What follows belongs to an exercise in optimizing a design on an open flow for small area; a production flow would make more cautious choices. Function was checked by simulation only, so behaviour that the tests miss may differ from the original. Power figures rest on the tool's default switching activity, not on a simulated workload. The clock port is modelled as an ideal driver; clocking choices that lean on that would not hold on a real chip.

===== config.mk =====
export PLATFORM = sky130hd
export DESIGN_NAME = laser_log_top
export DESIGN_NICKNAME = laser_log_top
export VERILOG_FILES = /design/flow/design.v
export SDC_FILE = /design/flow/constraint.sdc
export NUM_CORES = 4
export LEC_CHECK = 0
export CAP_MARGIN = 20
export CORE_MARGIN = 2
export CORE_UTILIZATION = 65
export SLEW_MARGIN = 20

===== constraint.sdc =====
create_clock -name core_clock -period 8.0 [get_ports {clk1}]
set_input_delay 1.6000 -clock core_clock [delete_from_list [all_inputs] [get_ports {clk1}]]
set_output_delay 1.6000 -clock core_clock [all_outputs]
set_load 0.01 [all_outputs]

===== design.v =====
package laser_log_pkg;
	typedef struct packed {
		logic signed [16-1:0] adc0;
		logic signed [16-1:0] adc1;
	} adc_sample_t;
	typedef struct packed {
		logic                   wr;    
		logic [16-1:0] data;  
	} fifo_wr_t;
	typedef struct packed {
		logic [16-3-1:0] dropped;  
		logic [3-1:0]             din;
	} status_t;
	typedef struct packed {
		logic [16-1:0]  diff;    
		logic [16-1:0]  adc1;    
		logic [16-1:0]  adc0;    
		status_t                status;  
		logic [16-1:0] seq_hi;  
		logic [16-1:0] seq_lo;  
	} frame_fields_t;
	typedef union packed {
		logic [6-1:0][16-1:0] words;
		frame_fields_t                                 fields;
	} log_frame_u;
endpackage
`timescale 1ns/1ps
module ext_clk_conditioner (
	input  logic clk1,
	input  logic arst_n,
	input  logic ext_clk_pin,  
	output logic ext_tick      
);
	localparam int SYNC = 4;
	logic [SYNC-1:0] sync_q;  
	logic            fall_q;  
	always_ff @(posedge clk1 or negedge arst_n) begin
		if (!arst_n) begin
			sync_q   <= '0;
			fall_q   <= 1'b0;
			ext_tick <= 1'b0;
		end else begin
			sync_q   <= {sync_q[SYNC-2:0], ext_clk_pin};  
			fall_q   <= sync_q[SYNC-1] & ~sync_q[SYNC-2];  
			ext_tick <= fall_q;
		end
	end
endmodule
`timescale 1ns/1ps
module frame_logger #(
	parameter int DEPTH = 64  
) (
	input  logic                          clk1,
	input  logic                          arst_n,
	input  logic                          ext_tick,
	input  logic [3-1:0]         din,
	input  laser_log_pkg::adc_sample_t    adc,
	input  logic [$clog2(DEPTH):0]        level,    
	output logic                          start,    
	output logic [3*16-1:0]      rec,      
	output logic                          wr        
);
	localparam int CNT_W  = $clog2(DEPTH) + 1;
	localparam int NWORDS = 6;
	localparam int DROP_W = 16 - 3;
	logic [3-1:0] din_q;    
	logic [DROP_W-1:0]     dropped;  
	logic [2:0]            wcnt;     
	logic                  busy;
	logic                  room;
	logic                  skip;
	assign busy  = (wcnt != 3'd0);
	assign room  = (level <= CNT_W'(DEPTH - NWORDS));
	assign start = ext_tick & ~busy & room;
	assign skip  = ext_tick & ~start;
	assign wr    = busy;
	assign rec   = {dropped, din_q, adc.adc0, adc.adc1};
	always_ff @(posedge clk1)
		din_q <= din;
	always_ff @(posedge clk1 or negedge arst_n) begin
		if (!arst_n) begin
			dropped <= '0;
			wcnt    <= '0;
		end else begin
			if (skip && dropped != '1)
				dropped <= dropped + 1'b1;
			if (start)
				wcnt <= 3'(NWORDS);
			else if (busy)
				wcnt <= wcnt - 1'b1;
		end
	end
endmodule
`timescale 1ns/1ps
module word_fifo #(
	parameter int DEPTH = 64
) (
	input  logic                       clk1,
	input  logic                       arst_n,
	input  logic                       start,   
	input  logic [3*16-1:0]   rec,
	input  logic                       wr,      
	input  logic                       pop,     
	output logic [16-1:0]     shown,   
	output logic                       empty,
	output logic [$clog2(DEPTH):0]     level    
);
	localparam int CNT_W = $clog2(DEPTH) + 1;
	localparam int W     = 16;
	localparam int RW    = 3 * W;
	logic [RW-1:0]    ring [3][3];
	logic [RW-1:0]    stage_q;   
	logic             stage_v;
	logic [RW-1:0]    head_q;    
	logic             head_v;
	logic [1:0]       phase;     
	logic [1:0]       w_cls, w_slot;  
	logic [1:0]       r_cls, r_slot;  
	logic             ring_full;  
	logic             ring_any;   
	logic [2:0]       rd_idx;    
	logic [2*W-1:0]   rd_seq;    
	logic [CNT_W-1:0] count;
	logic             pull;
	logic             last;      
	logic             want;      
	logic             take_st;   
	logic             take_rg;   
	logic             ins;       
	logic [RW-1:0]    tap;
	assign empty = (count == '0);
	assign level = count;
	assign pull  = pop & ~empty;
	assign last  = pull & (rd_idx == 3'd5);
	assign ring_any = ring_full | (w_cls != r_cls) | (w_slot != r_slot);
	assign want     = ~head_v;
	assign take_rg  = want & ring_any & (phase == r_slot);
	assign take_st  = want & ~ring_any & stage_v;
	assign ins      = stage_v & ~take_st & (~ring_full | take_rg) & (phase == w_slot);
	always_comb begin
		case (r_cls)
			2'd0:    tap = ring[0][0];
			2'd1:    tap = ring[1][0];
			default: tap = ring[2][0];
		endcase
	end
	always_comb begin
		case (rd_idx)
			3'd1:    shown = rd_seq[W-1:0];
			3'd2:    shown = rd_seq[2*W-1:W];
			3'd3:    shown = head_q[3*W-1:2*W];
			3'd4:    shown = head_q[2*W-1:W];
			3'd5:    shown = head_q[W-1:0];
			default: shown = head_q[2*W-1:W] - head_q[W-1:0];
		endcase
	end
	always_ff @(posedge clk1) begin
		for (int r = 0; r < 3; r++) begin
			ring[r][0] <= ring[r][1];
			ring[r][1] <= ring[r][2];
			ring[r][2] <= (ins && w_cls == 2'(r)) ? stage_q : ring[r][0];
		end
		if (start)
			stage_q <= rec;
		if (take_st)
			head_q <= stage_q;
		else if (take_rg)
			head_q <= tap;
	end
	always_ff @(posedge clk1 or negedge arst_n) begin
		if (!arst_n) begin
			phase   <= '0;
			stage_v <= 1'b0;
			head_v  <= 1'b0;
			w_cls   <= '0;
			w_slot  <= '0;
			r_cls   <= '0;
			r_slot  <= '0;
			ring_full <= 1'b0;
			rd_idx  <= '0;
			rd_seq  <= '0;
			count   <= '0;
		end else begin
			phase <= ((phase == 2'd2) ? 2'd0 : phase + 2'd1);
			if (start)
				stage_v <= 1'b1;
			else if (ins || take_st)
				stage_v <= 1'b0;
			if (ins || take_st) begin
				w_cls <= ((w_cls == 2'd2) ? 2'd0 : w_cls + 2'd1);
				if (w_cls == 2'd2)
					w_slot <= ((w_slot == 2'd2) ? 2'd0 : w_slot + 2'd1);
			end
			if (take_rg || take_st) begin
				r_cls <= ((r_cls == 2'd2) ? 2'd0 : r_cls + 2'd1);
				if (r_cls == 2'd2)
					r_slot <= ((r_slot == 2'd2) ? 2'd0 : r_slot + 2'd1);
			end
			if (take_rg || take_st)
				head_v <= 1'b1;
			else if (last)
				head_v <= 1'b0;
			if (take_rg && !ins)
				ring_full <= 1'b0;
			else if (ins && !take_rg)
				ring_full <= ({((w_cls == 2'd2) ? ((w_slot == 2'd2) ? 2'd0 : w_slot + 2'd1) : w_slot),
				               ((w_cls == 2'd2) ? 2'd0 : w_cls + 2'd1)} == {r_slot, r_cls});
			if (pull) begin
				if (last) begin
					rd_idx <= '0;
					rd_seq <= rd_seq + 1'b1;
				end else begin
					rd_idx <= rd_idx + 1'b1;
				end
			end
			case ({wr, pull})
				2'b10:   count <= count + 1'b1;
				2'b01:   count <= count - 1'b1;
				default: count <= count;
			endcase
		end
	end
endmodule
`timescale 1ns/1ps
module host_pipe_port (
	input  logic                   clk1,
	input  logic                   arst_n,
	input  logic                   pipe_read,      
	input  logic [16-1:0] shown,          
	input  logic                   empty,
	output logic                   pop,
	output logic [16-1:0] pipe_data,
	output logic                   pipe_valid,     
	output logic                   pipe_empty,
	output logic                   pipe_underrun   
);
	assign pop        = pipe_read & ~empty;  
	assign pipe_empty = empty;
	assign pipe_data  = shown;  
	always_ff @(posedge clk1 or negedge arst_n) begin
		if (!arst_n) begin
			pipe_valid    <= 1'b0;
			pipe_underrun <= 1'b0;
		end else begin
			pipe_valid <= pop;  
			if (pipe_read && empty)
				pipe_underrun <= 1'b1;
		end
	end
endmodule
`timescale 1ns/1ps
module laser_log_top #(
	parameter int DEPTH = 64
) (
	input  logic                       clk1,
	input  logic                       arst_n,
	input  logic                       ext_clk_pin,
	input  logic [3-1:0]      din,
	input  logic [2*16-1:0]    adc,            
	input  logic                       pipe_read,
	output logic [16-1:0]     pipe_data,
	output logic                       pipe_valid,
	output logic                       pipe_empty,
	output logic                       pipe_underrun
);
	logic                       ext_tick;
	logic                       start;
	logic [3*16-1:0]   rec;
	logic                       wr;
	logic [$clog2(DEPTH):0]     level;
	logic [16-1:0]     shown;
	logic                       empty;
	logic                       pop;
	laser_log_pkg::adc_sample_t adc_s;
	assign adc_s = adc;
	ext_clk_conditioner u_ext_clk (
		.clk1        (clk1),
		.arst_n      (arst_n),
		.ext_clk_pin (ext_clk_pin),
		.ext_tick    (ext_tick)
	);
	frame_logger #(.DEPTH(DEPTH)) u_logger (
		.clk1     (clk1),
		.arst_n   (arst_n),
		.ext_tick (ext_tick),
		.din      (din),
		.adc      (adc_s),
		.level    (level),
		.start    (start),
		.rec      (rec),
		.wr       (wr)
	);
	word_fifo #(.DEPTH(DEPTH)) u_fifo (
		.clk1   (clk1),
		.arst_n (arst_n),
		.start  (start),
		.rec    (rec),
		.wr     (wr),
		.pop    (pop),
		.shown  (shown),
		.empty  (empty),
		.level  (level)
	);
	host_pipe_port u_pipe (
		.clk1          (clk1),
		.arst_n        (arst_n),
		.pipe_read     (pipe_read),
		.shown         (shown),
		.empty         (empty),
		.pop           (pop),
		.pipe_data     (pipe_data),
		.pipe_valid    (pipe_valid),
		.pipe_empty    (pipe_empty),
		.pipe_underrun (pipe_underrun)
	);
endmodule

===== flow/run.sh =====
#!/bin/bash
# Standard layout (the standard.sh, unchanged synthesis) with two changes:
# clock tree synthesis without dummy loads and with sink clusters of up to
# 25 flops, and plain buf_1 cells as the port buffers.
set -euo pipefail
bash standard.sh finish \
	"CTS_ARGS=-sink_clustering_enable -repair_clock_nets -dont_use_dummy_load -sink_clustering_size 25 -sink_clustering_max_diameter 100" \
	"BUFFER_PORTS_ARGS=-inputs -outputs -buffer_cell sky130_fd_sc_hd__buf_1" \
	> make.log 2>&1

===== standard.sh =====
#!/bin/bash
# synth_recipe.tcl (not shown) runs the flow's synth.tcl, then flattens the netlist and writes it again
# the make line also repeats each setting of config.mk as NAME=value (left out here)
make -C /OpenROAD-flow-scripts/flow DESIGN_CONFIG=/design/flow/config.mk WORK_HOME=/design/flow/orfs CLKGATE_MAP_FILE= SYNTH_SCRIPT=/design/flow/synth_recipe.tcl "${@:-finish}"

==> results of run 1 <==
-- power by group --
part           leakage, nW  switching, mW  internal (mW)  total, mW
Clock                0.345          0.850          0.623       1.47
Combinational         2.77           1.09          0.731       1.82
Sequential            5.45          0.420           3.78       4.20
Total                 8.57           2.36           5.14       7.50
-- final timing paths --
kind                                               from                         endpoint  slack, ns  cells past startpoint
hold / removal               u_fifo.ring[7][18]$_DFF_P_       u_fifo.ring[6][18]$_DFF_P_       0.32                      0
max in group asynchronous                        arst_n      u_fifo.r_cls[0]$_DFFE_PN0P_       5.88                      2
setup / recovery           u_fifo.rd_idx[1]$_DFFE_PN0N_                     pipe_data[8]       2.88                      8
min in group asynchronous                        arst_n  u_logger.dropped[5]$_DFFE_PN0P_       0.96                      1
setup reg to reg            u_fifo.count[3]$_DFFE_PN0P_      u_fifo.count[6]$_DFFE_PN0P_       4.33                     12
hold reg to reg              u_fifo.ring[7][18]$_DFF_P_       u_fifo.ring[6][18]$_DFF_P_       0.32                      0
-- cell families (layout without fill, tap and decap cells) --
logic type,count (synthesis),after routing,share of synthesized area
and+or+nand+nor,285,285,0.0692
xor gates and xnor gates,71,71,0.0309
muxes,204,204,0.111
AOI/OAI and AO/OA,239,239,0.0740
adders and majority gates,28,28,0.0178
buffers and inverters,95,123,0.0215
DFF,610,610,0.675
-- area by class of cell --
cell class | count | area, um^2 | area share
Multi-Input combinational cell | 827 | 6100 | 0.287
Tap cell | 396 | 495 | 0.0233
Timing Repair Buffer | 68 | 300 | 0.0141
Clock buffer | 28 | 701 | 0.0329
Inverter | 27 | 101 | 0.00476
Sequential cell | 610 | 13600 | 0.638
-- flip-flops by register name, summed over array words and instances (netlist names), 2 cells and up --
| register | cells |
|---|---|
| u_fifo.ring | 432 |
| u_fifo.r_slot | 2 |
| u_fifo.count | 7 |
| u_logger.dropped | 13 |
| u_fifo.phase | 2 |
| u_fifo.rd_seq | 32 |
| u_fifo.stage_q | 48 |
| u_fifo.r_cls | 2 |
| u_fifo.w_slot | 2 |
| u_fifo.w_cls | 2 |
| u_fifo.rd_idx | 3 |
| u_logger.wcnt | 3 |
| u_fifo.head_q | 48 |
| u_ext_clk.sync_q | 4 |
| u_logger.din_q | 3 |
-- placed cells by master (no fill, tap or decap), drive strengths merged, types with 4 or more instances in the layout --
master,n
ha,27
mux2,154
nand2,94
and4,4
a221oi,12
o21ai,71
edfxtp,96
inv,27
nor2,87
a22oi,11
a21o,7
a221o,7
nor2b,12
nand3,19
dfxtp,435
nand4,12
nor3,12
buf,67
a21oi,87
a222oi,8
a211oi,5
o21a,5
and3,10
mux2i,50
xnor2,46
and2,11
xor2,25
dfrtp,79
clkbuf,29
a31oi,4
nand2b,9
-- worst max-delay path, stage by stage (launching register included) --
cell and delay, ns:
dfrtp_1 0.53, inv_1 0.19, ha_1 0.84, nor3_1 0.13
a21oi_1 0.49, nor4_1 0.09, a311oi_1 0.23, o311a_1 0.29
buf_1 0.17
-- Yosys cell counts (all sizes together) (19+ instances only) --
library cell and n:
a21oi 87, dfrtp 79, ha 27, mux2 154
nand2 94, nand3 19, nor2 87, buf 32
mux2i 50, o21ai 71, dfxtp 435, clkbuf 36
edfxtp 96, inv 27, xor2 25, xnor2 46
-- metrics by stage --
step | hold slack (ns) | utilization | cell area (um^2) | setup slack, ns | std cells
2_1_floorplan | 0.310 | - | 20100 | 4.22 | 1532
3_3_place_gp | 0.310 | 0.674 | 20600 | 3.58 | 1928
3_5_place_dp | 0.312 | 0.674 | 20600 | 3.48 | 1928
4_1_cts | 0.329 | 0.697 | 21300 | 2.86 | 1956
5_1_grt | 0.337 | 0.697 | 21300 | 2.55 | 1956
6_report | 0.323 | 0.697 | 21300 | 2.88 | 1956
-- metal layers --
metal	GRT usage	vias to the layer above	routed length (um)
met3	0.0284	44	1470
li1	-	5370	-
met1	0.349	5329	18200
met2	0.366	204	16900
met4	0.0465	0	769
met5	0	-	0
==> flow_metrics.py, run 1 <==
metrics = {
    "global_route": {
        "grt_pass1_wl_um": 59700,
        "gr-total-overflow": 0,
        "grt_use_total": 0.232,
        "antenna_found_initial": 0,
        "grt_max_degree": 73,
        "grt_pass1_vias": 10686,
    },
    "layout": {
        "final_nets": 1629,
        "diodes": 0,
        "synthToLayoutAreaGrowth_pct": 5.89,
        "drive_gt1_frac": 0.124,
        "fill_cells": 2216,
    },
    "logic_synthesis": {
        "yosysWarnings": 5,
        "synth_edf_count": 96,
        "avgSynthCellArea_um2": 13.1,
        "synth.largest_area_cell": "dfxtp_1",
        "synth.top_cell.area_share": 0.433,
        "syn-num-nets": 1599,
        "async_reset_ff_frac": 0.130,
        "syn_inst": 1532,
        "synth_flop_cell": "dfxtp_1",
        "synth_area_um2": 20100,
        "synth_seq_cells": 610,
        "synth_cell_type_count": 65,
        "ys_seq_area_frac": 0.675,
        "synth_area_leaders": "dfxtp_1 (43%), edfxtp_1 (14%), dfrtp_1 (9.8%), mux2_2 (7.4%), mux2i_1 (2.5%)",
    },
    "floorplanning": {
        "rows": 64,
        "die_x_um": 180,
        "initial_core_util": 0.659,
        "core_area_um2": 30500,
        "ios": 58,
        "die_area_um2": 32300,
        "die_h_um": 180,
    },
    "timing": {
        "worst_slew_pin_slew_ns": 0.992,
        "slew_headroom": 0.339,
        "fin_crit_sh": 0.640,
        "fin_skew_ns": 0.0690,
        "hold_violations": 0,
        "fmax_ghz": 0.195,
        "tns_ns": 0,
        "period_minus_slack_ns": 5.12,
        "slew_violations": 0,
        "setup_viol": 0,
        "grt_setup_unrepaired": "false",
    },
    "route": {
        "dr.pass1.iters": 5,
        "ant_nets": 0,
        "num_vias": 10947,
        "wire_per_inst_um": 19.1,
        "drc": 0,
        "routed_wl_um": 37400,
        "drt_iter0_markers": 846,
        "avgViaCountPerCell": 5.60,
    },
    "placed_design": {
        "portBuffers": 57,
        "dp_hpwl_um": 23900,
        "gp_congestion": 0.925,
    },
    "power": {
        "finalPower_mw": 7.50,
        "power.density_nw_per_um2": 352,
        "p_leak_nw": 8.57,
        "ir_drop_v": 0.000256,
    },
    "setup_path": {
        "arrival_ns": 3.52,
        "start_kind": "flip-flop",
        "crit_type": "flip-flop to primary output",
        "end_kind": "primary output",
        "crit_required_ns": 6.40,
        "path_max_fanout": 30,
    },
    "cts": {
        "clk_pin_slew_ns": 0.09,
        "cts_made_buffers": 28,
        "ctsHtreeMaxLevel": 1,
        "cts_resized": 0,
        "cts_hold_buf": 0,
        "cts_max_path_buffers": 3,
        "clkSinkCount": 610,
        "cts_tree": "yes",
        "cts_setup_buffers": 0,
        "clk_latency_ns": 0.60,
        "clock-root-buffer": "clkbuf_16",
    },
    "run_status": {
        "status": "no timing/DRC/antenna violations",
    },
    "min_path": {
        "holdCritPathClass": "flip-flop to flip-flop",
    },
    "job": {
        "drv_cap": 0,
    },
}
==> inputs of run 2 (changes only) <==
--- a/flow/run.sh
+++ b/flow/run.sh
@@ -5,5 +5,5 @@
 set -euo pipefail
 bash standard.sh finish \
-	"CTS_ARGS=-sink_clustering_enable -repair_clock_nets -dont_use_dummy_load -sink_clustering_size 25 -sink_clustering_max_diameter 100" \
+	"CTS_ARGS=-sink_clustering_enable -repair_clock_nets -dont_use_dummy_load -sink_clustering_size 20 -sink_clustering_max_diameter 60 -buf_list sky130_fd_sc_hd__clkbuf_8" \
 	"BUFFER_PORTS_ARGS=-inputs -outputs -buffer_cell sky130_fd_sc_hd__buf_1" \
 	> make.log 2>&1
==> run 2 against run 1 <==
Compared with the run above:
- routed wire length is 0.17% lower
- critical path depth stayed put
- worst setup slack worse by 0.016 ns
- design area is 0.77% lower
- clock-buffer cell count is 11 higher
- clock skew is 0.014 ns higher
- area after synthesis stayed put
- hold slack worse by 0.0098 ns
- first-iteration DRC count is 5.8% higher
- largest cell class unchanged
==> flow_metrics.py, run 2 <==
metrics = {
    "power": {
        "power_frac_seq": 0.576,
        "power.density_nw_per_um2": 346,
        "p_sw_mw": 2.34,
        "combPwrFrac": 0.249,
        "p_leak_nw": 8.50,
        "ir_drop_v": 0.000227,
        "internal-power_mw": 4.95,
        "swShare": 0.321,
        "power.share.clock": 0.175,
    },
    "logic_synthesis": {
        "synth.largest_area_cell": "dfxtp_1",
        "synth_seq_cells": 610,
        "avgSynthCellArea_um2": 13.1,
        "synth_cell_type_count": 65,
        "syn-num-nets": 1599,
        "syn_inst": 1532,
        "synth.top_cell.area_share": 0.433,
        "synth_edf_count": 96,
        "synth_most_common_cell": "dfxtp_1",
        "yosysWarnings": 5,
        "synth_area_leaders": "dfxtp_1 (43%), edfxtp_1 (14%), dfrtp_1 (9.8%), mux2_2 (7.4%), mux2i_1 (2.5%)",
        "ys_seq_area_frac": 0.675,
        "synth_area_um2": 20100,
        "async_reset_ff_frac": 0.130,
        "synth_flop_cell": "dfxtp_1",
        "synthTopCellsByCount": "dfxtp_1 (435), mux2_2 (132), edfxtp_1 (96)",
    },
    "cts": {
        "clock-root-buffer": "clkbuf_8",
        "cts_setup_buffers": 0,
        "cts_made_buffers": 39,
        "clk_latency_ns": 0.59,
        "ctsHtreeMaxLevel": 2,
        "cts_max_path_buffers": 3,
        "cts_tree": "yes",
        "cts_resized": 0,
        "clk_pin_slew_ns": 0.12,
        "clkSinkCount": 610,
        "cts_hold_buf": 0,
    },
    "global_route": {
        "met3_usage": 0.0348,
        "grt_max_degree": 73,
        "grt-busiest-layer": "met2",
        "antenna_found_initial": 0,
        "grt_pass1_wl_um": 59700,
        "grtUsageMet1": 0.348,
        "grt.met2_usage": 0.362,
        "grt_use_total": 0.232,
        "grt_pass1_vias": 10804,
        "gr-total-overflow": 0,
    },
    "floorplanning": {
        "die_x_um": 180,
        "die_h_um": 180,
        "die_area_um2": 32300,
        "core_area_um2": 30500,
        "initial_core_util": 0.659,
        "rows": 64,
        "ios": 58,
    },
    "placed_design": {
        "place_ws_ns": 3.48,
        "portBuffers": 57,
        "gp_congestion": 0.925,
        "dp_hpwl_um": 23900,
    },
    "layout": {
        "drive_gt1_frac": 0.130,
        "layout_common_cells": "dfxtp_1 (435), mux2_2 (132), edfxtp_1 (96)",
        "reg_top3": "u_fifo.ring (432), u_fifo.head_q (48), u_fifo.stage_q (48)",
        "diodes": 0,
        "post-route-util": 0.692,
        "mostFrequentLayoutCell": "dfxtp_1",
        "largest_register": "u_fifo.ring",
        "largest_reg_flops": 432,
        "synthToLayoutAreaGrowth_pct": 5.07,
        "final_nets": 1640,
    },
    "route": {
        "avgViaCountPerCell": 5.58,
        "drt_iter0_markers": 895,
        "ant_nets": 0,
        "wire_per_inst_um": 19.0,
        "drc": 0,
        "num_vias": 10978,
        "dr.pass1.iters": 5,
        "routed_wl_um": 37300,
    },
    "setup_path": {
        "crit_type": "flip-flop to primary output",
        "end_kind": "primary output",
        "crit_required_ns": 6.40,
        "start_kind": "flip-flop",
        "path_max_fanout": 30,
        "arrival_ns": 3.53,
    },
    "timing": {
        "fin_crit_sh": 0.642,
        "tns_ns": 0,
        "fin_skew_ns": 0.0825,
        "finalWorstSetupSlack_ns": 2.87,
        "worst_slew_pin_slew_ns": 0.989,
        "fmax_ghz": 0.195,
        "period_minus_slack_ns": 5.13,
        "hold_violations": 0,
        "grt_setup_unrepaired": "false",
        "setup_viol": 0,
        "slew_headroom": 0.341,
        "slew_violations": 0,
    },
    "job": {
        "drv_cap": 0,
    },
    "min_path": {
        "holdCritPathClass": "flip-flop to flip-flop",
    },
    "run_status": {
        "status": "no timing/DRC/antenna violations",
    },
}
## run 2: changes by cell type in the layout (fill, tap and decap cells not counted), sizes merged
cell and change:
clkbuf +11
## run 2: cell type report
cell class,count,area [um^2]
flip-flops and latches,610,13600
fillers,2251,9400
multi-input cells,827,6100
clock buffers,39,537
well taps,396,495
repair buffers,68,300
inverters,27,101
## run 2: metal layers
metal,wire length [um],part of all wire
met2,16800,0.45
met5,0,0
met1,18200,0.49
met3,1720,0.046
met4,669,0.018
## run 2: path summary, 6_finish.rpt
path | startpoint | to | slack, ns | depth (start not counted)
min in group asynchronous | arst_n | u_logger.dropped[5]$_DFFE_PN0P_ | 0.95 | 1
worst max register to register | u_fifo.count[3]$_DFFE_PN0P_ | u_fifo.count[6]$_DFFE_PN0P_ | 4.33 | 12
worst min register to register | u_fifo.ring[4][44]$_DFF_P_ | u_fifo.ring[3][44]$_DFF_P_ | 0.31 | 0
max in group asynchronous | arst_n | u_fifo.rd_seq[20]$_DFFE_PN0P_ | 5.90 | 2
worst max-delay path | u_fifo.rd_idx[1]$_DFFE_PN0N_ | pipe_data[8] | 2.87 | 8
worst min-delay path | u_fifo.ring[4][44]$_DFF_P_ | u_fifo.ring[3][44]$_DFF_P_ | 0.31 | 0
## run 2: through the flow
stage               cell area [um^2]  hold WS, ns  total power [mW]  instances
floorplan                      20100        0.310              5.42       1532
global placement               20600        0.310              6.02       1928
detailed placement             20600        0.312              6.07       1928
CTS                            21100        0.308              7.34       1967
global route                   21100        0.326              7.70       1967
finish                         21100        0.314              7.29       1967
## run 2: worst max-delay path, stage by stage (launching register included)
cell and delay [ns]:
dfrtp_1 0.54, inv_1 0.20, ha_1 0.84, nor3_1 0.13
a21oi_1 0.48, nor4_1 0.10, a311oi_1 0.23, o311a_1 0.28
buf_1 0.17
## run 2: cells by family after synthesis
logic type | share of synthesized area
AOI/OAI and AO/OA | 0.0740
adders and majority gates | 0.0178
DFF | 0.675
buffers and inverters | 0.0215
xor gates and xnor gates | 0.0309
muxes | 0.111
and+or+nand+nor | 0.0692
## run 2: power groups by stage
stage	logic (mW)	clock network [mW]	registers, mW
floorplan	1.40	0	4.03
global placement	1.77	0	4.25
detailed placement	1.79	0	4.27
CTS	1.81	1.32	4.21
global route	2.01	1.42	4.27
finish	1.82	1.28	4.20
==> inputs of run 3 (changes only) <==
==> flow/run.sh (replaced) <==
#!/bin/bash
# Standard layout (the standard.sh, unchanged synthesis) with two changes:
# clock tree synthesis without dummy loads and with sink clusters of up to
# 25 flops, and plain buf_1 cells as the port buffers.
set -euo pipefail
bash standard.sh finish \
	"CTS_ARGS=-sink_clustering_enable -repair_clock_nets -dont_use_dummy_load -sink_clustering_size 30 -sink_clustering_max_diameter 100" \
	"BUFFER_PORTS_ARGS=-inputs -outputs -buffer_cell sky130_fd_sc_hd__buf_1" \
	> make.log 2>&1
==> run 3 against run 2 <==
Compared with the run above:
- highest routed layer unchanged
- via count hardly changed
- sequential cell count stayed put
- synthesized cell count stayed put
- critical endpoint unchanged
- still clean on timing, DRC and antenna
- design area is 0.30% higher
- sequential power hardly changed
- sequential share of layout area is 0.19 points lower
- largest cell class unchanged
==> flow_metrics.py, run 3 <==
metrics = {
    "layout": {
        "regArea_um2": 13600,
        "reg_top3": "u_fifo.ring (432), u_fifo.head_q (48), u_fifo.stage_q (48)",
        "largest_register": "u_fifo.ring",
        "layout_common_cells": "dfxtp_1 (435), mux2_2 (132), edfxtp_1 (96)",
        "fill_cells": 2218,
        "diodes": 0,
        "drive_gt1_frac": 0.122,
        "multi_input_area_um2": 6100,
        "post-route-util": 0.694,
        "synthToLayoutAreaGrowth_pct": 5.39,
        "final_nets": 1625,
        "mostFrequentLayoutCell": "dfxtp_1",
        "largest_reg_flops": 432,
    },
    "run_status": {
        "status": "no timing/DRC/antenna violations",
    },
    "logic_synthesis": {
        "synth_flop_cell": "dfxtp_1",
        "synth_cell_type_count": 65,
        "yosysWarnings": 5,
        "synthTopCellsByCount": "dfxtp_1 (435), mux2_2 (132), edfxtp_1 (96)",
        "synth_area_leaders": "dfxtp_1 (43%), edfxtp_1 (14%), dfrtp_1 (9.8%), mux2_2 (7.4%), mux2i_1 (2.5%)",
        "ys_seq_area_frac": 0.675,
        "synth.top_cell.area_share": 0.433,
        "synth.largest_area_cell": "dfxtp_1",
        "synth_seq_cells": 610,
        "synth_edf_count": 96,
        "avgSynthCellArea_um2": 13.1,
        "async_reset_ff_frac": 0.130,
        "synth_most_common_cell": "dfxtp_1",
        "synth_area_um2": 20100,
        "syn_inst": 1532,
        "syn-num-nets": 1599,
    },
    "setup_path": {
        "crit_type": "flip-flop to primary output",
        "r2r_end": "u_fifo.count[6]$_DFFE_PN0P_",
        "path_max_fanout": 30,
        "end_kind": "primary output",
        "arrival_ns": 3.53,
        "crit_required_ns": 6.40,
        "r2r_start": "u_fifo.count[3]$_DFFE_PN0P_",
        "reg2reg_depth": 12,
        "start_kind": "flip-flop",
        "rrSetupSlack_ns": 4.29,
    },
    "min_path": {
        "hold_end": "u_fifo.ring[3][24]$_DFF_P_",
        "hold_depth": 0,
        "holdCritPathClass": "flip-flop to flip-flop",
        "worstHoldStart": "u_fifo.ring[4][24]$_DFF_P_",
    },
    "timing": {
        "fin_crit_sh": 0.641,
        "setup_viol": 0,
        "grt_setup_unrepaired": "false",
        "slew_violations": 0,
        "hold_violations": 0,
        "fin_skew_ns": 0.0608,
        "period_minus_slack_ns": 5.13,
        "tns_ns": 0,
        "fmax_ghz": 0.195,
        "worst_slew_pin_slew_ns": 1.00,
        "slew_headroom": 0.332,
    },
    "route": {
        "routed_wl_um": 37400,
        "drc": 0,
        "avgViaCountPerCell": 5.62,
        "ant_nets": 0,
        "dr.pass1.iters": 5,
        "wire_per_inst_um": 19.2,
        "num_vias": 10969,
        "drt_iter0_markers": 884,
    },
    "floorplanning": {
        "rows": 64,
        "core_area_um2": 30500,
        "initial_core_util": 0.659,
        "die_x_um": 180,
        "die_h_um": 180,
        "ios": 58,
        "die_area_um2": 32300,
    },
    "global_route": {
        "grt_use_total": 0.232,
        "grt_pass1_vias": 10685,
        "gr-total-overflow": 0,
        "grt_max_degree": 73,
        "grt_pass1_wl_um": 59700,
        "antenna_found_initial": 0,
    },
    "job": {
        "drv_cap": 0,
    },
    "power": {
        "p_sw_mw": 2.35,
        "swShare": 0.318,
        "internal-power_mw": 5.05,
        "ir_drop_v": 0.000240,
        "combPwrFrac": 0.246,
        "power.density_nw_per_um2": 350,
        "power_frac_seq": 0.568,
        "power.share.clock": 0.186,
        "p_leak_nw": 8.52,
    },
    "cts": {
        "clk_pin_slew_ns": 0.11,
        "cts_resized": 0,
        "cts_tree": "yes",
        "cts_hold_buf": 0,
        "cts_max_path_buffers": 3,
        "clock-root-buffer": "clkbuf_16",
        "clkSinkCount": 610,
        "ctsHtreeMaxLevel": 1,
        "clk_latency_ns": 0.59,
        "cts_made_buffers": 24,
        "cts_setup_buffers": 0,
    },
    "placed_design": {
        "portBuffers": 57,
        "gp_congestion": 0.925,
        "dp_hpwl_um": 23900,
    },
}
[run 3: layout make-up]
type                    instances  area share
clock buffers                  24      0.0284
inverters                      27     0.00479
multi-input cells             827       0.288
flip-flops and latches        610       0.641
well taps                     396      0.0234
repair buffers                 68      0.0142
[run 3: how the worst max path moves through the flow]
stage | slack [ns] | to | from
after global routing | 2.55 | pipe_data[8] | u_fifo.rd_idx[1]$_DFFE_PN0N_
after global placement | 3.58 | pipe_data[8] | u_fifo.rd_idx[1]$_DFFE_PN0N_
final | 2.87 | pipe_data[8] | u_fifo.rd_idx[1]$_DFFE_PN0N_
after floorplan | 4.22 | pipe_data[0] | u_fifo.rd_idx[1]$_DFFE_PN0N_
after CTS | 2.86 | pipe_data[8] | u_fifo.rd_idx[1]$_DFFE_PN0N_
after detailed placement | 3.48 | pipe_data[8] | u_fifo.rd_idx[1]$_DFFE_PN0N_
[run 3: cell families after synthesis]
family	after synthesis	synth area share
multiplexers	204	0.111
adder cells (fa/ha/maj)	28	0.0178
XOR/XNOR	71	0.0309
buffers and inverters	95	0.0215
AND/OR/NAND/NOR	285	0.0692
flip-flops	610	0.675
AO/OA/AOI/OAI	239	0.0740
[run 3: routing by layer]
layer,part of all wire,global-route usage,vias up
met5,0,0,-
met4,0.029,0.0589,0
met3,0.038,0.0282,55
met2,0.44,0.360,207
met1,0.49,0.348,5351
li1,-,-,5356
[run 3: power groups by stage]
| stage | clock, mW | sequential, mW | combinational, mW |
|---|---|---|---|
| after floorplan | 0 | 4.03 | 1.40 |
| after global placement | 0 | 4.25 | 1.77 |
| after detailed placement | 0 | 4.27 | 1.79 |
| after CTS | 1.42 | 4.21 | 1.81 |
| after global routing | 1.51 | 4.27 | 2.01 |
| final | 1.38 | 4.21 | 1.82 |
[run 3: per-stage QoR]
stage               std cells  setup WS, ns  power (mW)  hold slack, ns  cell area, um^2
floorplan                1532          4.22        5.42           0.310            20100
global placement         1928          3.58        6.02           0.310            20600
detailed placement       1928          3.48        6.07           0.312            20600
CTS                      1952          2.86        7.44           0.282            21200
global route             1952          2.55        7.79           0.281            21200
finish                   1952          2.87        7.41           0.287            21200
[run 3: worst max-delay path: stages (launching register included)]
cell and delay, ns:
dfrtp_1 0.54, inv_1 0.19, ha_1 0.84, nor3_1 0.14
a21o_1 0.44, a311oi_1 0.35, o311a_1 0.29, buf_1 0.17
==> inputs of run 4 (changes only) <==
==> flow/run.sh (replaced) <==
#!/bin/bash
# The standard layout (standard.sh) with three changes:
#  - synthesis maps logic with an area-oriented ABC script (flow/synth.tcl);
#  - clock tree synthesis inserts no dummy loads and clusters up to 30 flops;
#  - the port buffers are plain buf_1 cells.
# make's full output goes to make.log, each step's log to orfs/logs/.
set -euo pipefail
export FLOW_SYNTH_TCL="$PWD/synth_recipe.tcl"
export AREA_ABC_SCRIPT="$PWD/flow/area.abc"
bash standard.sh finish \
	"SYNTH_SCRIPT=$PWD/flow/synth.tcl" \
	"CTS_ARGS=-sink_clustering_enable -repair_clock_nets -dont_use_dummy_load -sink_clustering_size 30 -sink_clustering_max_diameter 100" \
	"BUFFER_PORTS_ARGS=-inputs -outputs -buffer_cell sky130_fd_sc_hd__buf_1" \
	> make.log 2>&1
==> flow/area.abc (new file) <==
strash
dc2
dc2
dch -f
amap
topo
==> flow/synth.tcl (new file) <==
# The standard synthesis script, with ABC's technology mapping run on an
# area script (flow/area.abc) in place of ORFS's speed script. Registers are
# mapped before ABC runs, so they keep the standard synthesis's names and cells.
proc abc {args} {
	set i [lsearch -exact $args -script]
	if {$i >= 0} {
		set args [lreplace $args [expr {$i + 1}] [expr {$i + 1}] $::env(AREA_ABC_SCRIPT)]
	}
	yosys abc {*}$args
}
source $::env(FLOW_SYNTH_TCL)
==> run 4 against run 3 <==
Compared with the run above:
- largest cell class unchanged
- final cell count is 0.20% higher
- non-clock buffer count rose by 6
- first-iteration DRC count is 42% higher
- design area decreased by 5.4%
- highest routed layer unchanged
- still clean
- global-route usage rose by 2.1 points
- power grew 6.5%
- sequential share of layout area up 3.6 points
==> flow_metrics.py, run 4 <==
metrics = {
    "logic_synthesis": {
        "synthSimpleGateAreaFrac": 0.0622,
        "synth_xor_area_frac": 0.000942,
        "synth_flop_cell": "dfxtp_1",
        "synth_compound_area_frac": 0.159,
        "avgSynthCellArea_um2": 12.6,
        "synthMuxAreaShare": 0,
        "synth.largest_area_cell": "dfxtp_1",
        "synth_area_leaders": "dfxtp_1 (47%), edfxtp_1 (16%), dfrtp_1 (11%), a21oi_1 (3.8%), nor2_1 (3.8%)",
        "synth_area_um2": 18600,
        "synthTopCellsByCount": "dfxtp_1 (435), nor2_1 (186), clkinv_1 (143)",
        "ys_seq_area_frac": 0.730,
        "syn_inst": 1481,
        "synth_cell_type_count": 43,
        "synth_edf_count": 96,
        "yosys.area_share.adder": 0.0192,
        "yosysWarnings": 5,
        "synth_most_common_cell": "dfxtp_1",
        "synth.top_cell.area_share": 0.468,
        "synth_top_family_by_area": "compound AO/OA/AOI/OAI gates",
        "syn-num-nets": 1548,
        "async_reset_ff_frac": 0.130,
        "synth_seq_cells": 610,
    },
    "global_route": {
        "grt_max_degree": 75,
        "grtUsageMet1": 0.371,
        "gr-total-overflow": 0,
        "grt-busiest-layer": "met2",
        "grt_use_total": 0.253,
        "grt_pass1_wl_um": 60300,
        "grt.met2_usage": 0.401,
        "grt_pass1_vias": 11171,
        "met3_usage": 0.0299,
        "antenna_found_initial": 0,
    },
    "floorplanning": {
        "die_area_um2": 30000,
        "ios": 58,
        "die_x_um": 173,
        "core_area_um2": 28000,
        "die_h_um": 173,
        "initial_core_util": 0.664,
        "rows": 61,
    },
    "cts": {
        "cts_resized": 0,
        "cts_max_path_buffers": 3,
        "cts_made_buffers": 24,
        "cts_hold_buf": 0,
        "cts_tree": "yes",
        "cts_setup_buffers": 0,
        "clock-root-buffer": "clkbuf_16",
        "clk_latency_ns": 0.59,
        "clk_pin_slew_ns": 0.11,
        "clkSinkCount": 610,
        "ctsHtreeMaxLevel": 1,
    },
    "setup_path": {
        "arrival_ns": 4.47,
        "crit_required_ns": 6.40,
        "start_kind": "flip-flop",
        "path_max_fanout": 17,
        "crit_type": "flip-flop to primary output",
        "end_kind": "primary output",
    },
    "timing": {
        "fin_crit_sh": 0.759,
        "tns_ns": 0,
        "grt_setup_unrepaired": "false",
        "slew_violations": 0,
        "period_minus_slack_ns": 6.07,
        "slew_headroom": 0.331,
        "setup_viol": 0,
        "fmax_ghz": 0.165,
        "finalWorstSetupSlack_ns": 1.93,
        "whs_ns": 0.272,
        "hold_violations": 0,
        "worst_slew_pin_slew_ns": 1.00,
        "fin_skew_ns": 0.0687,
    },
    "layout": {
        "synthToLayoutAreaGrowth_pct": 7.78,
        "mostFrequentLayoutCell": "dfxtp_1",
        "reg_top3": "u_fifo.ring (432), u_fifo.head_q (48), u_fifo.stage_q (48)",
        "largest_reg_flops": 432,
        "final_area_um2": 20000,
        "largest_register": "u_fifo.ring",
        "layout_common_cells": "dfxtp_1 (435), nor2_1 (184), a21oi_1 (142)",
        "drive_gt1_frac": 0.0323,
        "stdcell_count": 1956,
        "final_nets": 1647,
        "diodes": 0,
        "post-route-util": 0.716,
    },
    "power": {
        "p_sw_mw": 2.50,
        "ir_drop_v": 0.000290,
        "internal-power_mw": 5.39,
        "combPwrFrac": 0.254,
        "p_leak_nw": 7.55,
        "power_frac_seq": 0.572,
        "swShare": 0.316,
        "power.share.clock": 0.174,
        "finalPower_mw": 7.89,
        "power.density_nw_per_um2": 393,
    },
    "placed_design": {
        "gp_congestion": 0.951,
        "place_area_um2": 19400,
        "portBuffers": 57,
        "dpl.cell_count": 1932,
        "dp_hpwl_um": 24100,
        "place_ws_ns": 1.75,
    },
    "route": {
        "num_vias": 11565,
        "dr.pass1.iters": 6,
        "avgViaCountPerCell": 5.91,
        "ant_nets": 0,
        "routed_wl_um": 38200,
        "drc": 0,
        "wire_per_inst_um": 19.5,
        "drt_iter0_markers": 1255,
    },
    "run_status": {
        "status": "no timing/DRC/antenna violations",
    },
    "job": {
        "drv_cap": 0,
    },
    "min_path": {
        "holdCritPathClass": "flip-flop to flip-flop",
    },
}
[run 4: changes by cell type in the layout (fill, tap and decap cells not counted), moves of 22 or more]
cell,delta
mux2i_1,-50
a21oi_1,+55
inv_1,-26
o22ai_1,+45
nand2_1,-52
o22a_1,+71
o21ai_0,-48
a222oi_1,+54
mux2_2,-132
nor2_1,+97
xor2_1,-24
clkinv_1,+139
xnor2_1,-45
mux2_1,-22
[run 4: path summary, 6_finish.rpt]
kind / start / to / slack [ns] / cells after the start
min in group asynchronous: arst_n / u_fifo.count[3]$_DFFE_PN0P_ / 0.88 / 1
max reg2reg: u_fifo.rd_idx[1]$_DFFE_PN0N_ / u_fifo.rd_seq[30]$_DFFE_PN0P_ / 2.36 / 30
min: u_fifo.ring[1][14]$_DFF_P_ / u_fifo.ring[0][14]$_DFF_P_ / 0.27 / 0
max in group asynchronous: arst_n / u_ext_clk.sync_q[0]$_DFF_PN0_ / 6.20 / 2
max: u_fifo.rd_idx[1]$_DFFE_PN0N_ / pipe_data[9] / 1.93 / 11
min reg2reg: u_fifo.ring[1][14]$_DFF_P_ / u_fifo.ring[0][14]$_DFF_P_ / 0.27 / 0
[run 4: kinds of logic (layout without fill, tap and decap cells)]
logic type,after synthesis,after routing
AOI/OAI and AO/OA,417,417
adders and majority gates,28,28
and+or+nand+nor,280,280
buffers and inverters,144,241
DFF,610,610
xor gates and xnor gates,2,2
[run 4: power groups by stage]
stage	clock, mW	combinational [mW]	sequential (mW)
final	1.38	2.00	4.51
after global routing	1.51	2.22	4.59
after CTS	1.41	2.00	4.50
after detailed placement	0	1.99	4.56
after global placement	0	1.95	4.53
after floorplan	0	1.38	4.40
[run 4: area by class of cell]
cell class,instances,area (um^2)
Tap cell,378,473
Multi-Input combinational cell,727,4510
Clock buffer,24,601
Fill cell,1967,7970
Timing Repair Buffer,74,349
Sequential cell,610,13600
Inverter,143,539
[run 4: layer usage]
layer	share of wire	vias up
li1	-	5542
met1	0.47	5607
met2	0.45	349
met3	0.056	67
met4	0.030	0
met5	0	-
[run 4: critical path, cell delays in order, from the launching register on]
cell      delay [ns]
dfrtp_1         0.43
clkinv_1        0.10
ha_1            0.15
clkinv_1        0.07
nor2_1          0.71
clkinv_1        0.50
o221ai_1        0.18
buf_4           0.26
clkinv_1        0.50
a221oi_1        0.57
a21oi_1         0.23
buf_1           0.17
==> inputs of run 5 (changes only) <==
--- a/config.mk
+++ b/config.mk
@@ -8,4 +8,4 @@
 export CAP_MARGIN = 20
 export CORE_MARGIN = 2
-export CORE_UTILIZATION = 65
+export CORE_UTILIZATION = 80
 export SLEW_MARGIN = 20
==> run 5 against run 4 <==
Compared with the run above:
- die area down 18%
- global-route usage up 12 points
- highest routed layer unchanged
- combinational power up 5%
- worst setup slack worse by 0.41 ns
- via count up 6.9%
- synthesized cell count unchanged
- clock power about the same
- sequential cell count unchanged
- power up 2.3%
- routed wire length up 18%
- design area down 0.64%
- first-iteration DRC count up 25%
- critical endpoint is now u_fifo.rd_seq[30]$_DFFE_PN0P_
- still clean
==> flow_metrics.py, run 5 <==
metrics = {
    "run_status": {
        "status": "no timing/DRC/antenna violations",
    },
    "timing": {
        "period_minus_slack_ns": 6.48,
        "slew_headroom": 0.263,
        "fin_skew_ns": 0.0714,
        "worst_slew_pin_slew_ns": 1.11,
        "tns_ns": 0,
        "setup_viol": 0,
        "hold_violations": 0,
        "slew_violations": 0,
        "fin_crit_sh": 0.810,
        "grt_setup_unrepaired": "false",
        "fmax_ghz": 0.154,
    },
    "cts": {
        "cts_made_buffers": 24,
        "cts_setup_buffers": 0,
        "cts_resized": 0,
        "clk_latency_ns": 0.59,
        "cts_tree": "yes",
        "clk_pin_slew_ns": 0.11,
        "cts_max_path_buffers": 3,
        "ctsHtreeMaxLevel": 1,
        "cts_hold_buf": 0,
        "clkSinkCount": 610,
        "clock-root-buffer": "clkbuf_16",
    },
    "route": {
        "drc": 0,
        "ant_nets": 0,
        "routed_wl_um": 44900,
        "avgViaCountPerCell": 6.63,
        "wl_met3_um": 3650,
        "drt_iter0_markers": 1574,
        "num_vias": 12361,
        "wire_per_inst_um": 24.1,
        "drt-met1-wl_um": 17200,
        "dr.pass1.iters": 6,
        "wl_met2_um": 21900,
        "top_layer": "met4",
    },
    "setup_path": {
        "end_kind": "flip-flop",
        "arrival_ns": 6.89,
        "crit_required_ns": 8.41,
        "crit_type": "primary input to flip-flop",
        "path_max_fanout": 7,
        "start_kind": "primary input",
    },
    "logic_synthesis": {
        "synth.top_cell.area_share": 0.468,
        "syn_inst": 1481,
        "synth_most_common_cell": "dfxtp_1",
        "synth_area_leaders": "dfxtp_1 (47%), edfxtp_1 (16%), dfrtp_1 (11%), a21oi_1 (3.8%), nor2_1 (3.8%)",
        "async_reset_ff_frac": 0.130,
        "synth.largest_area_cell": "dfxtp_1",
        "ys_seq_area_frac": 0.730,
        "synthTopCellsByCount": "dfxtp_1 (435), nor2_1 (186), clkinv_1 (143)",
        "synth_seq_cells": 610,
        "synth_edf_count": 96,
        "synth_flop_cell": "dfxtp_1",
        "synth_cell_type_count": 43,
        "synth_area_um2": 18600,
        "yosysWarnings": 5,
        "avgSynthCellArea_um2": 12.6,
        "syn-num-nets": 1548,
    },
    "global_route": {
        "grt_pass1_vias": 12679,
        "grt_pass1_wl_um": 69600,
        "grt_use_total": 0.374,
        "gr-total-overflow": 0,
        "antenna_found_initial": 0,
        "grt_max_degree": 63,
    },
    "layout": {
        "synthToLayoutAreaGrowth_pct": 7.09,
        "multi_input_area_um2": 4510,
        "drive_gt1_frac": 0.0317,
        "final_nets": 1646,
        "fill_cells": 1018,
        "mostFrequentLayoutCell": "dfxtp_1",
        "largest_register": "u_fifo.ring",
        "reg_top3": "u_fifo.ring (432), u_fifo.head_q (48), u_fifo.stage_q (48)",
        "largest_reg_flops": 432,
        "final_area_um2": 19900,
        "regArea_um2": 13600,
        "layout_common_cells": "dfxtp_1 (435), nor2_1 (184), a21oi_1 (142)",
    },
    "floorplanning": {
        "core_area_um2": 22700,
        "die_area_um2": 24500,
        "initial_core_util": 0.819,
        "rows": 55,
        "die_x_um": 156,
        "die_h_um": 156,
        "ios": 58,
    },
    "placed_design": {
        "place_area_um2": 19300,
        "portBuffers": 57,
        "gp_congestion": 0.955,
        "dp_hpwl_um": 26800,
    },
    "min_path": {
        "holdCritPathClass": "flip-flop to flip-flop",
    },
    "power": {
        "power.density_nw_per_um2": 405,
        "ir_drop_v": 0.000322,
        "p_leak_nw": 7.54,
    },
    "job": {
        "drv_cap": 0,
    },
}
## run 5: final timing paths
check | startpoint | to | slack (ns) | cells after the start
max | pipe_read | u_fifo.rd_seq[30]$_DFFE_PN0P_ | 1.52 | 28
min reg2reg | u_fifo.ring[1][19]$_DFF_P_ | u_fifo.ring[0][19]$_DFF_P_ | 0.29 | 0
min | u_fifo.ring[1][19]$_DFF_P_ | u_fifo.ring[0][19]$_DFF_P_ | 0.29 | 0
min in group asynchronous | arst_n | u_fifo.count[3]$_DFFE_PN0P_ | 0.95 | 1
max in group asynchronous | arst_n | u_fifo.r_cls[1]$_DFFE_PN0P_ | 5.91 | 2
max reg2reg | u_fifo.count[2]$_DFFE_PN0P_ | u_fifo.rd_seq[30]$_DFFE_PN0P_ | 1.84 | 31
## run 5: area by class of cell
cell class | count | share of cell area
antenna | 1 | 0.000126
inverter | 143 | 0.0270
sequential | 610 | 0.681
timing repair buffer | 73 | 0.0170
tap | 285 | 0.0179
clock buffer | 24 | 0.0302
multi-input combinational | 727 | 0.227
## run 5: metal layers
metal | global-route usage | up-vias
li1 | - | 5533
met1 | 0.481 | 5956
met2 | 0.627 | 704
met3 | 0.0642 | 168
met4 | 0.177 | 0
met5 | 0 | -
## run 5: cell families (layout without fill, tap and decap cells)
kind of cell / Yosys count / in the layout / share of synthesized area
adders and majority gates: 28 / 28 / 0.0192
and+or+nand+nor: 280 / 280 / 0.0622
other: 0 / 1 / 0
AOI/OAI and AO/OA: 417 / 417 / 0.159
xor gates and xnor gates: 2 / 2 / 0.000942
buffers and inverters: 144 / 240 / 0.0291
DFF: 610 / 610 / 0.730
## run 5: report_power, final
part / internal, mW / switching (mW) / leakage [nW] / total [mW]
combinational: 0.799 / 1.30 / 1.86 / 2.10
clock: 0.542 / 0.853 / 0.296 / 1.39
sequential: 4.06 / 0.512 / 5.39 / 4.57
## run 5: worst max-delay path, cell delays in order
cell	delay, ns
buf_1	0.08
clkinv_1	0.07
nor2_1	0.43
clkinv_1	0.18
nor2_1	0.35
nand2_1	0.17
nor3_1	0.28
nand2_1	0.13
nor2_1	0.17
clkinv_1	0.13
nor3_1	0.29
clkinv_1	0.17
nor3_1	0.36
clkinv_1	0.17
nor3_1	0.33
clkinv_1	0.15
nor3_1	0.27
clkinv_1	0.13
nor3_1	0.24
and3_1	0.23
nand2_1	0.10
or2_0	0.26
nor2_1	0.14
nand2_1	0.09
nor2_1	0.14
nand2_1	0.08
nand2_1	0.07
o21ai_0	0.08
## run 5: per-stage QoR
stage,setup slack (ns),utilization,power [mW],std cells,hold WS (ns)
final,1.52,0.877,8.07,1863,0.292
after global routing,1.13,0.877,8.41,1862,0.276
after CTS,1.72,0.877,8.01,1862,0.281
after detailed placement,1.33,0.850,6.59,1838,0.312
after global placement,1.73,0.850,6.42,1838,0.309
after floorplan,0.291,-,5.78,1481,0.310
==> inputs of run 6 (changes only) <==
==> flow/run.sh (replaced) <==
#!/bin/bash
# The standard layout (standard.sh) with three changes:
#  - synthesis maps logic with an area-oriented ABC script (flow/synth.tcl);
#  - clock tree synthesis inserts no dummy loads and clusters up to 28 flops;
#  - the port buffers are plain buf_1 cells.
# make's full output goes to make.log, each step's log to orfs/logs/.
set -euo pipefail
export FLOW_SYNTH_TCL="$PWD/synth_recipe.tcl"
export AREA_ABC_SCRIPT="$PWD/flow/area.abc"
bash standard.sh finish \
	"SYNTH_SCRIPT=$PWD/flow/synth.tcl" \
	"CTS_ARGS=-sink_clustering_enable -repair_clock_nets -dont_use_dummy_load -sink_clustering_size 28 -sink_clustering_max_diameter 100" \
	"BUFFER_PORTS_ARGS=-inputs -outputs -buffer_cell sky130_fd_sc_hd__buf_1" \
	> make.log 2>&1
==> flow/area.abc (replaced) <==
strash
dc2
dc2
dch -f
amap -A 20 -F 4
topo
--- a/config.mk
+++ b/config.mk
@@ -8,4 +8,4 @@
 export CAP_MARGIN = 20
 export CORE_MARGIN = 2
-export CORE_UTILIZATION = 80
+export CORE_UTILIZATION = 65
 export SLEW_MARGIN = 20
==> run 6 against run 5 <==
Compared with the run above:
- still clean
- final cell count rose by 4.7%
- routed wire length is 14% lower
- sequential power down 7.7%
- hold slack improved by 0.00075 ns
- design area is 0.53% higher
- largest power group unchanged
- highest routed layer unchanged
==> flow_metrics.py, run 6 <==
metrics = {
    "timing": {
        "hold_violations": 0,
        "worst_slew_pin_slew_ns": 1.03,
        "fmax_ghz": 0.170,
        "fin_crit_sh": 0.736,
        "fin_skew_ns": 0.0520,
        "tns_ns": 0,
        "grt_setup_unrepaired": "false",
        "slew_headroom": 0.306,
        "period_minus_slack_ns": 5.89,
        "slew_violations": 0,
        "setup_viol": 0,
    },
    "logic_synthesis": {
        "synthTopCellsByCount": "dfxtp_1 (435), nor2_1 (204), a21oi_1 (157)",
        "synth_edf_count": 96,
        "synth_most_common_cell": "dfxtp_1",
        "synth_area_leaders": "dfxtp_1 (47%), edfxtp_1 (16%), dfrtp_1 (11%), a21oi_1 (4.2%), nor2_1 (4.1%)",
        "synth_flop_cell": "dfxtp_1",
        "avgSynthCellArea_um2": 12.6,
        "synth.largest_area_cell": "dfxtp_1",
        "syn_inst": 1477,
        "synth_area_um2": 18500,
        "synth_cell_type_count": 38,
        "synth.top_cell.area_share": 0.470,
        "syn-num-nets": 1544,
        "yosysWarnings": 5,
        "synth_seq_cells": 610,
        "ys_seq_area_frac": 0.732,
        "async_reset_ff_frac": 0.130,
    },
    "floorplanning": {
        "core_area_um2": 27900,
        "die_x_um": 173,
        "die_area_um2": 29900,
        "rows": 61,
        "ios": 58,
        "die_h_um": 173,
        "initial_core_util": 0.664,
    },
    "power": {
        "finalPower_mw": 7.35,
        "ir_drop_v": 0.000225,
        "p_leak_nw": 7.54,
        "power.density_nw_per_um2": 367,
    },
    "route": {
        "drc": 0,
        "drt_iter0_markers": 1102,
        "num_vias": 11507,
        "dr.pass1.iters": 8,
        "ant_nets": 0,
        "avgViaCountPerCell": 5.90,
        "routed_wl_um": 38500,
        "wire_per_inst_um": 19.7,
    },
    "global_route": {
        "antenna_found_initial": 0,
        "grt_max_degree": 80,
        "grt_pass1_vias": 11255,
        "grt_use_total": 0.259,
        "gr-total-overflow": 0,
        "grt_pass1_wl_um": 61600,
    },
    "cts": {
        "cts_hold_buf": 0,
        "cts_setup_buffers": 0,
        "clk_latency_ns": 0.59,
        "clock-root-buffer": "clkbuf_16",
        "clk_pin_slew_ns": 0.11,
        "ctsHtreeMaxLevel": 1,
        "cts_max_path_buffers": 3,
        "clkSinkCount": 610,
        "cts_tree": "yes",
        "cts_made_buffers": 25,
        "cts_resized": 0,
    },
    "setup_path": {
        "arrival_ns": 4.29,
        "crit_type": "flip-flop to primary output",
        "reg2reg_depth": 28,
        "rrSetupSlack_ns": 2.58,
        "cpMostUsedCell": "nor2_1",
        "critPathSlowestCell": "edfxtp_1",
        "r2r_start": "u_fifo.rd_idx[1]$_DFFE_PN0N_",
        "end_kind": "primary output",
        "start_kind": "flip-flop",
        "crit_required_ns": 6.40,
        "path_max_fanout": 2,
        "r2r_end": "u_fifo.rd_seq[30]$_DFFE_PN0P_",
        "cpPeakStageDelay_ns": 0.39,
    },
    "job": {
        "drv_cap": 0,
    },
    "layout": {
        "mostFrequentLayoutCell": "dfxtp_1",
        "diodes": 0,
        "layout_common_cells": "dfxtp_1 (435), nor2_1 (200), a21oi_1 (157)",
        "final_nets": 1642,
        "drive_gt1_frac": 0.0331,
        "reg_top3": "u_fifo.ring (432), u_fifo.head_q (48), u_fifo.stage_q (48)",
        "stdcell_count": 1951,
        "largest_register": "u_fifo.ring",
        "largest_reg_flops": 432,
        "synthToLayoutAreaGrowth_pct": 8.00,
    },
    "placed_design": {
        "portBuffers": 57,
        "dpl.cell_count": 1926,
        "gp_congestion": 0.896,
        "dp_hpwl_um": 23300,
    },
    "min_path": {
        "hold_depth": 0,
        "worstHoldStart": "u_fifo.ring[7][16]$_DFF_P_",
        "hold_end": "u_fifo.ring[6][16]$_DFF_P_",
        "holdCritPathClass": "flip-flop to flip-flop",
    },
    "run_status": {
        "status": "no timing/DRC/antenna violations",
    },
}
==> run 6: cell types whose count changed in the layout (fill, tap and decap cells not counted), sizes merged, moves of 3 or more <==
cell / before / now
nor3: 18 / 13
a21oi: 142 / 157
inv: 4 / 1
nand2: 41 / 30
nand2b: 3 / 0
clkinv: 139 / 135
nor2: 186 / 204
a31oi: 0 / 4
o21a: 17 / 7
==> run 6: critical path: cells and delay by family (launching register included) <==
family	cells	cell delay [ns]
compound gates	4	0.68
fa+ha+maj	2	0.59
buf+inv	2	0.28
flops	1	0.39
simple gates	20	1.77
==> run 6: worst max path at each step <==
| stage | slack, ns | endpoint | cells past startpoint | start |
|---|---|---|---|---|
| global route | 1.63 | pipe_data[14] | 28 | u_fifo.head_q[16]$_DFFE_PP_ |
| finish | 2.11 | pipe_data[14] | 28 | u_fifo.head_q[16]$_DFFE_PP_ |
| CTS | 2.12 | pipe_data[14] | 28 | u_fifo.head_q[16]$_DFFE_PP_ |
| floorplan | 0.32 | u_logger.dropped[11]$_DFFE_PN0P_ | 13 | u_logger.wcnt[0]$_DFFE_PN0P_ |
| detailed placement | 2.00 | u_fifo.rd_seq[30]$_DFFE_PN0P_ | 25 | pipe_read |
| global placement | 2.14 | u_fifo.rd_seq[30]$_DFFE_PN0P_ | 25 | pipe_read |
==> run 6: report_power, final <==
group	total [mW]	switching [mW]	internal, mW	leakage, nW
registers	4.22	0.378	3.84	5.39
clock network	1.42	0.856	0.562	0.308
logic	1.71	1.10	0.609	1.85
total	7.35	2.34	5.01	7.54
==> run 6: logic make-up (layout without fill, tap and decap cells) <==
| family | after synthesis | after routing | synth area share |
|---|---|---|---|
| flip-flops | 610 | 610 | 0.732 |
| AO/OA/AOI/OAI | 417 | 417 | 0.157 |
| buffers and inverters | 137 | 233 | 0.0277 |
| XOR/XNOR | 4 | 4 | 0.00189 |
| adder cells (fa/ha/maj) | 28 | 28 | 0.0193 |
| AND/OR/NAND/NOR | 281 | 281 | 0.0620 |
==> run 6: routing by layer <==
metal | part of all wire | vias to the layer above | global-route usage
li1 | - | 5528 | -
met1 | 0.46 | 5594 | 0.384
met2 | 0.47 | 329 | 0.415
met3 | 0.052 | 56 | 0.0275
met4 | 0.022 | 0 | 0.0667
met5 | 0 | - | 0
==> run 6: per-stage QoR <==
stage | utilization | hold slack [ns] | setup WS [ns] | area (um^2)
global route | 0.717 | 0.302 | 1.63 | 20000
floorplan | - | 0.310 | 0.317 | 18500
CTS | 0.716 | 0.290 | 2.12 | 20000
global placement | 0.694 | 0.309 | 2.14 | 19400
finish | 0.717 | 0.293 | 2.11 | 20000
detailed placement | 0.694 | 0.312 | 2.00 | 19400
==> run 6: area by class of cell <==
class / count / area (um^2)
well taps: 378 / 473
clock buffers: 25 / 626
inverters: 136 / 512
repair buffers: 72 / 334
flip-flops and latches: 610 / 13600
multi-input cells: 730 / 4510
fillers: 2023 / 7910
==> inputs of run 7 (changes only) <==
--- a/config.mk
+++ b/config.mk
@@ -6,6 +6,6 @@
 export NUM_CORES = 4
 export LEC_CHECK = 0
-export CAP_MARGIN = 20
+export CAP_MARGIN = 10
 export CORE_MARGIN = 2
 export CORE_UTILIZATION = 65
-export SLEW_MARGIN = 20
+export SLEW_MARGIN = 10
==> run 7 against run 6 <==
Compared with the run above:
- synthesized cell count unchanged
- combinational power about the same
- sequential share of layout area about the same
- power about the same
- global-route usage unchanged
- sequential power about the same
- highest routed layer unchanged
==> flow_metrics.py, run 7 <==
metrics = {
    "setup_path": {
        "r2r_start": "u_fifo.rd_idx[1]$_DFFE_PN0N_",
        "r2r_end": "u_fifo.rd_seq[30]$_DFFE_PN0P_",
        "reg2reg_depth": 28,
        "cpPeakStageDelay_ns": 0.40,
        "arrival_ns": 4.29,
        "crit_required_ns": 6.40,
        "start_kind": "flip-flop",
        "path_max_fanout": 2,
        "rrSetupSlack_ns": 2.64,
        "critPathSlowestCell": "edfxtp_1",
        "crit_type": "flip-flop to primary output",
        "end_kind": "primary output",
        "cpMostUsedCell": "nor2_1",
    },
    "layout": {
        "reg_top3": "u_fifo.ring (432), u_fifo.head_q (48), u_fifo.stage_q (48)",
        "synthToLayoutAreaGrowth_pct": 7.96,
        "layout_common_cells": "dfxtp_1 (435), nor2_1 (201), a21oi_1 (157)",
        "stdcell_count": 1951,
        "drive_gt1_frac": 0.0324,
        "largest_register": "u_fifo.ring",
        "final_nets": 1642,
        "diodes": 0,
        "mostFrequentLayoutCell": "dfxtp_1",
        "final_area_um2": 20000,
        "largest_reg_flops": 432,
    },
    "cts": {
        "cts_setup_buffers": 0,
        "ctsHtreeMaxLevel": 1,
        "cts_max_path_buffers": 3,
        "clk_pin_slew_ns": 0.11,
        "clk_latency_ns": 0.58,
        "cts_tree": "yes",
        "clock-root-buffer": "clkbuf_16",
        "cts_hold_buf": 0,
        "cts_resized": 0,
        "clkSinkCount": 610,
        "cts_made_buffers": 25,
    },
    "logic_synthesis": {
        "synth_area_leaders": "dfxtp_1 (47%), edfxtp_1 (16%), dfrtp_1 (11%), a21oi_1 (4.2%), nor2_1 (4.1%)",
        "syn_inst": 1477,
        "synth_top_family_by_area": "compound AO/OA/AOI/OAI gates",
        "yosys.area_share.adder": 0.0193,
        "synth_edf_count": 96,
        "synthSimpleGateAreaFrac": 0.0620,
        "synth_flop_cell": "dfxtp_1",
        "ys_seq_area_frac": 0.732,
        "synth.largest_area_cell": "dfxtp_1",
        "synth_seq_cells": 610,
        "synth_cell_type_count": 38,
        "yosysWarnings": 5,
        "synth_area_um2": 18500,
        "synthTopCellsByCount": "dfxtp_1 (435), nor2_1 (204), a21oi_1 (157)",
        "synth_compound_area_frac": 0.157,
        "synth.top_cell.area_share": 0.470,
        "synth_most_common_cell": "dfxtp_1",
        "syn-num-nets": 1544,
        "synth_xor_area_frac": 0.00189,
        "async_reset_ff_frac": 0.130,
        "avgSynthCellArea_um2": 12.6,
        "synthMuxAreaShare": 0,
    },
    "floorplanning": {
        "ios": 58,
        "core_area_um2": 27900,
        "die_x_um": 173,
        "die_area_um2": 29900,
        "die_h_um": 173,
        "rows": 61,
        "initial_core_util": 0.664,
    },
    "route": {
        "drt_iter0_markers": 1113,
        "num_vias": 11473,
        "drc": 0,
        "ant_nets": 0,
        "wire_per_inst_um": 19.7,
        "routed_wl_um": 38400,
        "dr.pass1.iters": 6,
        "avgViaCountPerCell": 5.88,
    },
    "placed_design": {
        "gp_congestion": 0.896,
        "dpl.cell_count": 1926,
        "portBuffers": 57,
        "dp_hpwl_um": 23300,
        "place_area_um2": 19400,
        "place_ws_ns": 2.00,
    },
    "timing": {
        "period_minus_slack_ns": 5.89,
        "whs_ns": 0.293,
        "slew_headroom": 0.159,
        "tns_ns": 0,
        "fin_skew_ns": 0.0492,
        "hold_violations": 0,
        "fmax_ghz": 0.170,
        "grt_setup_unrepaired": "false",
        "worst_slew_pin_slew_ns": 1.26,
        "slew_violations": 0,
        "finalWorstSetupSlack_ns": 2.11,
        "fin_crit_sh": 0.737,
        "setup_viol": 0,
    },
    "global_route": {
        "grt_use_total": 0.259,
        "gr-total-overflow": 0,
        "grt_pass1_wl_um": 61600,
        "antenna_found_initial": 0,
        "grt_pass1_vias": 11255,
        "grt_max_degree": 80,
    },
    "run_status": {
        "status": "no timing/DRC/antenna violations",
    },
    "min_path": {
        "holdCritPathClass": "flip-flop to flip-flop",
        "worstHoldStart": "u_fifo.ring[7][16]$_DFF_P_",
        "hold_end": "u_fifo.ring[6][16]$_DFF_P_",
        "hold_depth": 0,
    },
    "power": {
        "ir_drop_v": 0.000225,
        "power.density_nw_per_um2": 367,
        "p_leak_nw": 7.54,
    },
    "job": {
        "drv_cap": 0,
    },
}
[run 7: changes by cell type in the layout (fill, tap and decap cells not counted), sizes merged]
cell    previous run  this run
inv                1         2
clkinv           135       134
[run 7: power breakdown]
part | total [mW] | internal, mW | leakage [nW] | switching [mW]
sequential | 4.22 | 3.84 | 5.39 | 0.378
clock | 1.42 | 0.562 | 0.308 | 0.855
combinational | 1.71 | 0.609 | 1.85 | 1.10
total | 7.35 | 5.01 | 7.54 | 2.33
[run 7: per-stage QoR]
step | total power, mW | utilization
after global placement | 5.93 | 0.694
after CTS | 7.37 | 0.716
after floorplan | 5.28 | -
after global routing | 7.75 | 0.716
final | 7.35 | 0.716
after detailed placement | 5.97 | 0.694
[run 7: logic make-up after synthesis]
| group | count (synthesis) |
|---|---|
| AO/OA/AOI/OAI | 417 |
| XOR/XNOR | 4 |
| adder cells (fa/ha/maj) | 28 |
| buffers and inverters | 137 |
| flip-flops | 610 |
| AND/OR/NAND/NOR | 281 |
[run 7: final cells by class]
class / instances / area, um^2
Inverter: 136 / 510
Multi-Input combinational cell: 730 / 4500
Fill cell: 2024 / 7920
Sequential cell: 610 / 13600
Timing Repair Buffer: 72 / 330
Clock buffer: 25 / 626
Tap cell: 378 / 473
[run 7: per-layer routing]
| layer | global-route usage | vias up | wire length (um) |
|---|---|---|---|
| li1 | - | 5530 | - |
| met1 | 0.384 | 5528 | 17400 |
| met2 | 0.415 | 360 | 18000 |
| met3 | 0.0275 | 55 | 2230 |
| met4 | 0.0667 | 0 | 871 |
| met5 | 0 | - | 0 |
[run 7: worst max path at each step]
stage / start / to / slack [ns] / cells past startpoint
after CTS: u_fifo.head_q[16]$_DFFE_PP_ / pipe_data[14] / 2.12 / 28
after detailed placement: pipe_read / u_fifo.rd_seq[30]$_DFFE_PN0P_ / 2.00 / 25
after floorplan: u_logger.wcnt[0]$_DFFE_PN0P_ / u_logger.dropped[11]$_DFFE_PN0P_ / 0.32 / 13
final: u_fifo.head_q[16]$_DFFE_PP_ / pipe_data[14] / 2.11 / 28
after global placement: pipe_read / u_fifo.rd_seq[30]$_DFFE_PN0P_ / 2.14 / 25
after global routing: u_fifo.head_q[16]$_DFFE_PP_ / pipe_data[14] / 1.63 / 28
[run 7: critical path: cells and delay by family (launching register included)]
family	cells	cell delay [ns]
compound gates	4	0.68
fa+ha+maj	2	0.59
buf+inv	2	0.28
flops	1	0.40
simple gates	20	1.73

## afterwards: timing with drivers on the ports
Ports are ideal in the flow. The routed layouts listed here were re-timed in OpenROAD. Step 1 (the two cells are an assumption about what drives the block):
set clk [get_ports {clk1}]
set_driving_cell -lib_cell sky130_fd_sc_hd__clkbuf_16 $clk
set_driving_cell -lib_cell sky130_fd_sc_hd__buf_2 [delete_from_list [all_inputs] $clk]
Step 2 moves the port delays by t, midway between the first and last clock arrival at a register: inputs arrive t later, outputs are due t later. That takes back most of the time a late clock gives input paths. Slacks: no drivers / after step 1 / after step 2; pairs: no drivers / after step 1.
run	shift t [ns]	setup WS [ns]	hold slack, ns	slew at the worst register clock pin (ns)
run 1	0.609	2.882 / 2.832 / 3.441	0.323 / 0.323 / 0.323	0.09 / 0.09
run 2	0.585	2.866 / 2.819 / 3.403	0.314 / 0.314 / 0.314	0.12 / 0.12
run 3	0.607	2.874 / 2.825 / 3.432	0.287 / 0.287 / 0.287	0.11 / 0.11
run 4	0.602	1.928 / 1.880 / 1.643	0.272 / 0.272 / 0.272	0.11 / 0.11
run 5	0.605	1.522 / 1.546 / 0.941	0.292 / 0.292 / 0.292	0.12 / 0.12
run 6	0.613	2.109 / 2.055 / 1.987	0.293 / 0.293 / 0.293	0.12 / 0.12
run 7	0.611	2.107 / 2.054 / 1.993	0.293 / 0.293 / 0.293	0.12 / 0.12
After both steps every run listed still meets setup and hold. The setup slack of run 5, which loses most, moves by +0.024 ns with the drivers and by -0.581 ns with both steps.
